This is an optimization exercise on Yosys and OpenROAD, whose aim is a short achievable clock period and few clock cycles, not a production implementation.
In this exercise RTL edits were held to simulation tests only and were not proved equivalent to the original.
Power figures rest on the tool's default switching activity, not on a simulated workload.

## north
==> flow/design.v <==
package data_cache_pkg;
  localparam int ADDR_W = 32;
  localparam int OFF_W  = 2;
  typedef enum logic [1:0] {
    IDLE,
    READ_MISS,
    WRITE
  } state_t;
endpackage
module cache_line_store #(
  parameter int LINES = 32,
  parameter int IB    = 5,
  parameter int TAG_W = 25
) (
  input  logic             clk,
  input  logic             rst,
  input  logic [IB-1:0]    rd_index,
  input  logic [TAG_W-1:0] rd_tag,
  output logic             rd_hit,
  output logic [31:0]      rd_data,
  input  logic             fill_en,
  input  logic             wr_en,
  input  logic [IB-1:0]    wr_index,
  input  logic [TAG_W-1:0] wr_tag,
  input  logic [31:0]      wr_data
);
  logic [LINES-1:0] valid;
  logic [TAG_W-1:0] tags  [LINES];
  logic [31:0]      words [LINES];
  logic [LINES-1:0] match;
  logic [LINES-1:0] sel;
  always_comb begin
    for (int i = 0; i < LINES; i++) begin
      match[i] = valid[i] && (tags[i] == rd_tag);
      sel[i]   = (rd_index == IB'(i));
    end
  end
  assign rd_hit  = |(match & sel);
  assign rd_data = words[rd_index];
  always_ff @(posedge clk or posedge rst) begin
    if (rst) begin
      valid <= '0;
    end else if (fill_en) begin
      valid[wr_index] <= 1'b1;
    end
  end
  always_ff @(posedge clk) begin
    if (fill_en) begin
      tags[wr_index]  <= wr_tag;
    end
    if (fill_en || wr_en) begin
      words[wr_index] <= wr_data;
    end
  end
endmodule
module data_cache #(
  parameter int LINES       = 32,
  parameter int MEM_LATENCY = 4
) (
  input  logic        clk,
  input  logic        rst,
  input  logic        cpu_read,
  input  logic        cpu_write,
  input  logic [31:0] cpu_address,
  input  logic [31:0] cpu_write_data,
  output logic [31:0] cpu_read_data,
  output logic        stall,
  output logic        mem_read,
  output logic        mem_write,
  output logic [31:0] mem_address,
  output logic [31:0] mem_write_data,
  input  logic [31:0] mem_read_data,
  output logic [31:0] hit_count,
  output logic [31:0] miss_count
);
  localparam int ADDR_W = data_cache_pkg::ADDR_W;
  localparam int OFF_W  = data_cache_pkg::OFF_W;
  localparam int IB = $clog2(LINES);
  localparam int TW = ADDR_W - OFF_W - $clog2(LINES);
  localparam int WAIT = MEM_LATENCY - 1;   
  logic [WAIT-1:0] busy;
  logic            idle;
  logic            fill;
  logic [IB-1:0] index;
  logic [TW-1:0] tag;
  logic          hit;
  logic [31:0]   line_data;
  logic          is_read;
  logic          rd_hit;
  logic          rd_miss;
  logic          wr_hit;
  logic          unused_ok;
  assign index     = cpu_address[OFF_W+IB-1:OFF_W];
  assign tag       = cpu_address[ADDR_W-1:OFF_W+IB];
  assign unused_ok = ^cpu_address[OFF_W-1:0];
  assign is_read   = cpu_read && !cpu_write;
  assign idle      = ~|busy;
  assign fill      = busy[WAIT-1];
  assign rd_hit  = idle && is_read && hit;
  assign rd_miss = idle && is_read && !hit;
  assign wr_hit  = idle && cpu_write && hit;
  cache_line_store #(
    .LINES (LINES),
    .IB    (IB),
    .TAG_W (TW)
  ) u_store (
    .clk      (clk),
    .rst      (rst),
    .rd_index (index),
    .rd_tag   (tag),
    .rd_hit   (hit),
    .rd_data  (line_data),
    .fill_en  (fill),
    .wr_en    (wr_hit),
    .wr_index (index),
    .wr_tag   (tag),
    .wr_data  (fill ? mem_read_data : cpu_write_data)
  );
  always_ff @(posedge clk or posedge rst) begin
    if (rst) begin
      busy <= '0;
    end else begin
      busy <= {busy[WAIT-2:0], rd_miss};
    end
  end
  always_ff @(posedge clk or posedge rst) begin
    if (rst) begin
      hit_count  <= '0;
      miss_count <= '0;
    end else begin
      if (rd_hit) hit_count  <= hit_count + 32'd1;
      if (fill)   miss_count <= miss_count + 32'd1;
    end
  end
  assign stall          = !rst && (idle ? rd_miss : !fill);
  assign mem_read       = !rst && cpu_read && !cpu_write;
  assign mem_write      = !rst && cpu_write && idle;
  assign mem_address    = cpu_address;
  assign mem_write_data = cpu_write_data;
  assign cpu_read_data  = idle ? line_data : mem_read_data;
endmodule
==> flow/config.mk <==
export PLATFORM = sky130hd
export DESIGN_NAME = data_cache
export DESIGN_NICKNAME = data_cache
export VERILOG_FILES = /design/flow/design.v
export SDC_FILE = /design/flow/constraint.sdc
export NUM_CORES = 4
export LEC_CHECK = 0
export CAP_MARGIN = 20
export CORE_MARGIN = 2
export CORE_UTILIZATION = 40
export SETUP_SLACK_MARGIN = 3
export SLEW_MARGIN = 20
==> flow/constraint.sdc <==
create_clock -name core_clock -period 7.0 [get_ports {clk}]
set_input_delay 1.4000 -clock core_clock [delete_from_list [all_inputs] [get_ports {clk}]]
set_output_delay 1.4000 -clock core_clock [all_outputs]
set_load 0.01 [all_outputs]
run.sh (not shown) runs the stock make flow with config.mk's settings and CLKGATE_MAP_FILE= SYNTH_SCRIPT=/design/flow/synth_recipe.tcl, a recipe that flattens the netlist after the stock synthesis.
north ran to completion and came out clean on the timing, DRC and antenna checks.
Testbench counts of north, summed over its fixed seeds: cycles 41,661.
Inputs modified between north and south:
- a change of SETUP_SLACK_MARGIN from 3 to 0.3
--- outcome ---
south vs north: non-clock buffer count down in south. NOTE wire length of the first global-routing pass north->south decreased by more than 10%. north and south all finish clean. south vs north, maximum net fanout on the critical path went up by 10. On total of clock buffers placed in the layout, north and south are neck and neck. Power: south draws less than north. Comparing south against north, there is no change at all in mean area per synthesized cell. Clock share of power was higher in the run labelled south. Against north, clock skew in south came out better.

========
data_cache, a different RTL version from the one above (not shown whole).
For scale: ~77000 µm² of cells after synthesis.
Settings: LEC_CHECK=0, CAP_MARGIN=20, CORE_MARGIN=2, CORE_UTILIZATION=55, SETUP_SLACK_MARGIN=3, SLEW_MARGIN=20; clock period 7.0 ns.
standard.sh (not shown) runs the stock make flow with config.mk's settings and CLKGATE_MAP_FILE= SYNTH_SCRIPT=/design/flow/synth_recipe.tcl, a recipe that flattens the netlist after the stock synthesis.
==> flow/flow/run.sh <==
#!/bin/bash
# Standard synthesis and layout, with two changes:
#  - optionally (flow/remap.on present) the combinational logic of the
#    standard netlist is re-mapped by ABC without slow high-fan-in cells;
#    flip-flops are kept as they are, with their names and cell types;
#  - global routing skips its incremental timing repair, which does not
#    improve this design and takes most of the run time;
#  - port buffers are plain buffers and the resizer may swap cells across
#    footprints;
#  - flow/post_dp.tcl repairs timing once more before the clock tree.
set -euo pipefail
R=orfs/results/sky130hd/data_cache/base
bash standard.sh synth > synth.log 2>&1
if [[ -f flow/remap.on ]]; then
  cp $R/1_2_yosys.v $R/1_2_yosys_std.v
  LIB=$FLOW_HOME/platforms/sky130hd/lib/sky130_fd_sc_hd__tt_025C_1v80.lib
  DU="-dont_use sky130_fd_sc_hd__probe_p_8 -dont_use sky130_fd_sc_hd__probec_p_8 -dont_use sky130_fd_sc_hd__lpflow_*"
  for c in $(cat flow/remap.on); do DU="$DU -dont_use $c"; done
  printf 'set_driving_cell sky130_fd_sc_hd__buf_1\nset_load 5\n' > remap_abc.constr
  cat > remap.ys <<Y
read_liberty -ignore_miss_func $LIB
blackbox sky130_fd_sc_hd__*df* sky130_fd_sc_hd__*dl* sky130_fd_sc_hd__conb*
read_verilog $R/1_2_yosys_std.v
hierarchy -top $FLOW_TOP
flatten
opt -purge
abc -script $FLOW_HOME/scripts/abc_speed.script -liberty $LIB $DU -constr $PWD/remap_abc.constr -D 1
opt_clean -purge
hilomap -singleton -hicell sky130_fd_sc_hd__conb_1 HI -locell sky130_fd_sc_hd__conb_1 LO
splitnets
opt_clean -purge
stat -liberty $LIB
write_verilog -noattr -noexpr -nohex -nodec $R/1_2_yosys.v
Y
  yosys -l remap.log -s remap.ys > /dev/null 2>&1
  rm -f $R/1_synth.odb
  bash standard.sh synth > synth2.log 2>&1
fi
# Ports get plain buffers (not delay cells), which the resizer may then
# size freely.
bash standard.sh SKIP_INCREMENTAL_REPAIR=1 MATCH_CELL_FOOTPRINT=0 \
  BUFFER_PORTS_ARGS="-buffer_cell sky130_fd_sc_hd__buf_4" \
  POST_DETAIL_PLACE_TCL=$PWD/flow/post_dp.tcl finish > layout.log 2>&1
==> flow/flow/post_dp.tcl <==
# Timing repair on the detailed placement, before the clock tree is built:
# the clock-tree step's own repair then starts from a better netlist.
set_dont_use $::env(DONT_USE_CELLS)
estimate_parasitics -placement
repair_timing -setup -setup_margin 3 -repair_tns 100 -max_iterations 5000 -verbose
detailed_placement
==> flow/flow/remap.on <==
sky130_fd_sc_hd__nor4* sky130_fd_sc_hd__or4* sky130_fd_sc_hd__nor3* sky130_fd_sc_hd__or3* sky130_fd_sc_hd__a2111* sky130_fd_sc_hd__o2111* sky130_fd_sc_hd__a41* sky130_fd_sc_hd__o41* sky130_fd_sc_hd__o311* sky130_fd_sc_hd__o32* sky130_fd_sc_hd__and4* sky130_fd_sc_hd__and3* sky130_fd_sc_hd__a311* sky130_fd_sc_hd__a32*
Testbench counts at the start, summed over its fixed seeds: cycles 41,661.
Next try:
--- a/flow/flow/post_dp.tcl
+++ b/flow/flow/post_dp.tcl
@@ -3 +2,0 @@
-set_dont_use $::env(DONT_USE_CELLS)
Now the flow never finished: it broke off in 6_report.
Wire length came out lower by 0.66%.
Global-route usage falls by 0.28 points.
Area after synthesis stays the same.
Via count went down by 0.59%.
Synthesized cell count stays the same.
First-iteration DRC count rises by 0.65%.
Next try:
--- a/flow/flow/post_dp.tcl
+++ b/flow/flow/post_dp.tcl
@@ -2,0 +3 @@
+set_dont_use $::env(DONT_USE_CELLS)
--- a/flow/config.mk
+++ b/flow/config.mk
@@ -12,0 +13 @@
+export TNS_END_PERCENT = 10
This time the run finished with timing, DRC and antenna clean; global-route usage came out lower by 1.9 points; wire length falls by 4.4%; area after synthesis does not change; first-iteration DRC count is higher by 2.1%; synthesized cell count stays the same; via count decreases by 1.6%.
Next try:
==> flow/flow/remap.on (replaced) <==
sky130_fd_sc_hd__nor4* sky130_fd_sc_hd__or4* sky130_fd_sc_hd__nor3* sky130_fd_sc_hd__or3* sky130_fd_sc_hd__a2111* sky130_fd_sc_hd__o2111* sky130_fd_sc_hd__a41* sky130_fd_sc_hd__o41* sky130_fd_sc_hd__o311* sky130_fd_sc_hd__o32* sky130_fd_sc_hd__and4* sky130_fd_sc_hd__and3* sky130_fd_sc_hd__a311* sky130_fd_sc_hd__a32* sky130_fd_sc_hd__o21a_* sky130_fd_sc_hd__o22a_* sky130_fd_sc_hd__a21o_* sky130_fd_sc_hd__a22o_* sky130_fd_sc_hd__and2_* sky130_fd_sc_hd__and2b_* sky130_fd_sc_hd__or2_* sky130_fd_sc_hd__or2b_* sky130_fd_sc_hd__a211o_* sky130_fd_sc_hd__o211a_* sky130_fd_sc_hd__a221o_* sky130_fd_sc_hd__o221a_*
--- a/flow/config.mk
+++ b/flow/config.mk
@@ -10 +10 @@
-export CORE_UTILIZATION = 55
+export CORE_UTILIZATION = 60
@@ -13 +12,0 @@
-export TNS_END_PERCENT = 10
After rerunning: Setup slack is worse by 0.034 ns. Routed wire length rose by 17%. Maximum frequency went down by 0.66%. Power came out higher by 1.8%. Area after synthesis rises by 0.63%. Design area came out higher by 8.2%. Clock-buffer cell count fell by 27. Global-route usage is higher by 10 points. Via count goes up by 13%. Hold slack is worse by 0.0045 ns. Clock power stays flat.
Next try:
==> flow/flow/remap.on (replaced) <==
sky130_fd_sc_hd__nor4* sky130_fd_sc_hd__or4* sky130_fd_sc_hd__nor3* sky130_fd_sc_hd__or3* sky130_fd_sc_hd__a2111* sky130_fd_sc_hd__o2111* sky130_fd_sc_hd__a41* sky130_fd_sc_hd__o41* sky130_fd_sc_hd__o311* sky130_fd_sc_hd__o32* sky130_fd_sc_hd__and4* sky130_fd_sc_hd__and3* sky130_fd_sc_hd__a311* sky130_fd_sc_hd__a32*
--- a/flow/config.mk
+++ b/flow/config.mk
@@ -10 +10 @@
-export CORE_UTILIZATION = 60
+export CORE_UTILIZATION = 48
Synthesized area decreases by 0.63%.
Design area decreases by 4.9%.
Cell count increases by 1.5%.
Power increases by 0.43%.
Count of clock-buffer cells in the layout increases by 12.
Global-route usage decreases by 14 points.
Via count decreases by 9.4%.
Fmax barely changes.
Non-clock buffer count decreases by 198.
Next try:
--- a/flow/config.mk
+++ b/flow/config.mk
@@ -10 +10 @@
-export CORE_UTILIZATION = 48
+export CORE_UTILIZATION = 65
=> Area after synthesis stays the same. Flip-flop and latch count does not change. Wire length rises by 9.1%. Maximum frequency falls by 4.9%. Synthesized cell count is unchanged. Setup slack gets worse by 0.27 ns.

[port drivers added, routing unchanged]
In the flow no input, the clock included, has a driving cell. The finished layouts below were timed again as built, in two steps. Step 1 sets driving cells, clkbuf_16 on the clock port and buf_2 on the other inputs (assumed; they add their load-dependent delay and slew). Step 2 also shifts input and output timing later by t, the mid clock arrival at the registers, as if the neighbouring blocks saw the same clock. Slacks: no drivers / after step 1 / after step 2; pairs: no drivers / after step 1.
| run | shift t [ns] | setup WS [ns] | latest minus earliest clock arrival (ns) |
|---|---|---|---|
| north | 0.911 | 1.714 / 1.484 / 0.649 | 0.068 / 0.067 |
| south | 0.896 | 0.522 / 0.469 / 0.469 | 0.038 / 0.038 |
| the first run of note 2 | 0.913 | 1.990 / 1.694 / 1.694 | 0.036 / 0.036 |
| the third run of note 2 | 0.918 | 1.887 / 1.754 / 1.754 | 0.028 / 0.028 |
| the fourth run of note 2 | 0.930 | 1.853 / 1.632 / 1.632 | 0.062 / 0.061 |
| the fifth run of note 2 | 0.928 | 1.852 / 1.830 / 0.940 | 0.093 / 0.093 |
| the sixth run of note 2 | 0.928 | 1.584 / 1.257 / 1.257 | 0.062 / 0.062 |
After both steps setup and hold are still met in every run listed. The setup slack of north, which loses most, moves by -0.230 ns with the drivers and by -1.065 ns with both steps.
